Background: an optimization exercise with open tools, aiming at small area and a short achievable clock period. Do not read the settings as production practice. Only simulation tests tie the RTL to the original design; equivalence was not proved.

==> inputs of trial 42 <==
Design iir_filter_gen, start of the top module:
module iir_filter_gen (
  input  logic               CLK,
  input  logic               RST_n,
  input  logic signed [10:0] DIN,
  input  logic               VIN,
  input  logic [32:0]        B,
  input  logic [21:0]        A,
  input  logic               COEF_LD,
  output logic signed [10:0] DOUT,
  output logic               VOUT,
  output logic               SAT
);
==> flow/config.mk <==
export PLATFORM = sky130hd
export DESIGN_NAME = iir_filter_gen
export DESIGN_NICKNAME = iir_filter_gen
export VERILOG_FILES = /design/flow/design.v
export SDC_FILE = /design/flow/constraint.sdc
export NUM_CORES = 4
export LEC_CHECK = 0
export CAP_MARGIN = 20
export CORE_MARGIN = 2
export CORE_UTILIZATION = 40
export CTS_BUF_LIST = sky130_fd_sc_hd__clkbuf_4 sky130_fd_sc_hd__clkbuf_8
export PLACE_DENSITY = 0.7
export SETUP_SLACK_MARGIN = 3.5
export SLEW_MARGIN = 20
export SYNTH_HIERARCHICAL = 1
export SYNTH_MINIMUM_KEEP_SIZE = 0
==> flow/constraint.sdc <==
create_clock -name core_clock -period 10.0 [get_ports {CLK}]
set_input_delay 2.0000 -clock core_clock [delete_from_list [all_inputs] [get_ports {CLK}]]
set_output_delay 2.0000 -clock core_clock [all_outputs]
set_load 0.01 [all_outputs]
standard.sh (not shown) runs the stock make flow with config.mk's settings and CLKGATE_MAP_FILE= SYNTH_SCRIPT=/design/flow/synth_recipe.tcl, a recipe that flattens the netlist after the stock synthesis.
==> flow/flow/run.sh <==
#!/bin/bash
# The standard layout (the standard.sh, unchanged), with one difference:
# the buffers placed on the input and output ports are the smallest buffer
# cell, sky130_fd_sc_hd__buf_1, rather than the one buffer_ports picks.
set -euo pipefail
cp standard.sh standard_sh.log
export BUFFER_PORTS_ARGS="-buffer_cell sky130_fd_sc_hd__buf_1"
bash standard.sh > standard.log 2>&1
==> trial 21: changes against trial 42 <==
PLACE_DENSITY = not set   (was 0.7)
SETUP_SLACK_MARGIN = 3.25   (was 3.5)
==> notes <==
- In die area, trial 21 and trial 42 do not differ.
- Between trial 42 and trial 21, the lower worst hold slack is in trial 21 (gap 0.0072 ns).
- In trial 21 the cell count is lower than in trial 42, by 1.4%.
- In flip-flop and latch count, trial 21 and trial 42 do not differ.


==> run a: inputs <==
iir_filter_gen again, from the RTL that the note above started with.
clock: 10.0 ns
lec_check: 0
cap_margin: 20
core_margin: 2
core_utilization: 40
cts_buf_list: sky130_fd_sc_hd__clkbuf_4 sky130_fd_sc_hd__clkbuf_8
setup_slack_margin: 3.75
slew_margin: 20
synth_hierarchical: 1
synth_minimum_keep_size: 0
Scripts as last shown in full above: flow/flow/run.sh
==> run b: changes against run a <==
--- a/flow/config.mk
+++ b/flow/config.mk
@@ -9,7 +9,7 @@
 export CORE_MARGIN = 2
 export CORE_UTILIZATION = 40
 export CTS_BUF_LIST = sky130_fd_sc_hd__clkbuf_4 sky130_fd_sc_hd__clkbuf_8
-export SETUP_SLACK_MARGIN = 3.75
+export SETUP_SLACK_MARGIN = 3.5
 export SLEW_MARGIN = 20
 export SYNTH_HIERARCHICAL = 1
 export SYNTH_MINIMUM_KEEP_SIZE = 0
==> summary.txt <==
quantity                                                                     run a                    run b
Largest net degree at the start of global routing                               66                       65
Run status                                                 complete, no violations  complete, no violations
Via density per instance                                                      6.53                     6.57
Resize count post-CTS                                                          132                       43
Buffer count excluding the clock tree in the final layout                      259                      203
Total global-route track usage                                               28.1%                    26.8%
Highest net fanout along the worst path                                         13                       12
Total wire length after detailed routing                                   75.1 mm                  71.7 mm
Relative slew slack                                                          27.2%                    27.1%
Post-layout instance area                                               24300 um^2               23200 um^2
Hold Worst Slack                                                            505 ps                   503 ps
Share of cell area taken by multi-input logic gates                          67.5%                    69.0%
Critical path capture point                                      f_r[22]$_DFFE_PP_     y1_r[7]$_SDFFE_PP0P_


==> inputs of build 94 <==
Another version of the RTL of iir_filter_gen (not shown whole).
clock: 10.0 ns
lec_check: 0
cap_margin: 20
core_margin: 2
core_utilization: 55
setup_slack_margin: 3
slew_margin: 20
synth_hierarchical: 1
synth_minimum_keep_size: 0
run.sh (not shown) runs the stock make flow with config.mk's settings and CLKGATE_MAP_FILE= SYNTH_SCRIPT=/design/flow/synth_recipe.tcl, a recipe that flattens the netlist after the stock synthesis.
Stock flow here: none of the scripts above is used.
==> inputs of build 16, as changes to build 94 <==
==> flow/flow/run.sh (new file) <==
#!/bin/bash
# The standard layout (the standard.sh, unchanged), with one difference:
# the buffers placed on the input and output ports are the smallest buffer
# cell, sky130_fd_sc_hd__buf_1, rather than the one buffer_ports picks.
set -euo pipefail
cp standard.sh standard_sh.log
export BUFFER_PORTS_ARGS="-buffer_cell sky130_fd_sc_hd__buf_1"
bash standard.sh > standard.log 2>&1
==> flow/standard.sh (new file) <==
#!/bin/bash
# synth_recipe.tcl (not shown) runs the flow's synth.tcl, then flattens the netlist and writes it again
# the make line also repeats each setting of config.mk as NAME=value (left out here)
make -C /OpenROAD-flow-scripts/flow DESIGN_CONFIG=/design/flow/config.mk WORK_HOME=/design/flow/orfs CLKGATE_MAP_FILE= SYNTH_SCRIPT=/design/flow/synth_recipe.tcl "${@:-finish}"
Settings changed: CORE_UTILIZATION 55 to 40, SETUP_SLACK_MARGIN 3 to 3.5.
removed: flow/run.sh
==> summary of the runs <==
Build 94 finished with timing, DRC and antenna clean. Build 16 completed with no timing, DRC or antenna violations.
Between build 16 and build 94, the lower die area is in build 94 (gap about 37%, measured against build 94).
Between build 16 and build 94, the lower utilization is in build 16 (gap 16 points).
Critical path depth: build 16 is higher than build 94 (2).
In synthesized area, build 16 and build 94 do not differ.

-- afterwards: timing with drivers on the ports --
How much do the figures lean on ideal ports? The routed layouts below were timed once more, with nothing changed but the port constraints. Step 1 assumes that a clkbuf_16 drives the clock port and a buf_2 every other input. Step 2 moves the port delays by t, midway between the first and last clock arrival at a register: inputs arrive t later, outputs are due t later. That takes back most of the time a late clock gives input paths. a / b / c = ideal ports / drivers / drivers and shift; a / b = the first two.
| run | t, ns | slack for setup (ns) | hold WS [ns] | worst setup path at the end | clock arrival spread, ns |
|---|---|---|---|---|---|
| trial 42 | 0.564 | 3.583 / 3.583 / 3.290 | 0.507 / 0.507 / 0.507 | input to register | 0.028 / 0.027 |
| trial 21 | 0.595 | 3.442 / 3.442 / 3.224 | 0.500 / 0.500 / 0.500 | input to register | 0.024 / 0.025 |
| run a | 0.619 | 3.680 / 3.680 / 3.314 | 0.505 / 0.505 / 0.505 | input to register | 0.025 / 0.025 |
| run b | 0.589 | 3.617 / 3.617 / 3.275 | 0.503 / 0.503 / 0.503 | input to register | 0.027 / 0.027 |
| build 94 | 0.504 | 3.180 / 3.180 / 3.060 | 0.492 / 0.492 / 0.492 | input to register | 0.015 / 0.015 |
| build 16 | 0.546 | 3.496 / 3.496 / 3.313 | 0.519 / 0.519 / 0.519 | input to register | 0.020 / 0.021 |
After both steps every run listed still meets setup and hold. For run a, which loses most, drivers alone change the setup slack by 0.000 ns; drivers and shift together by -0.366 ns.
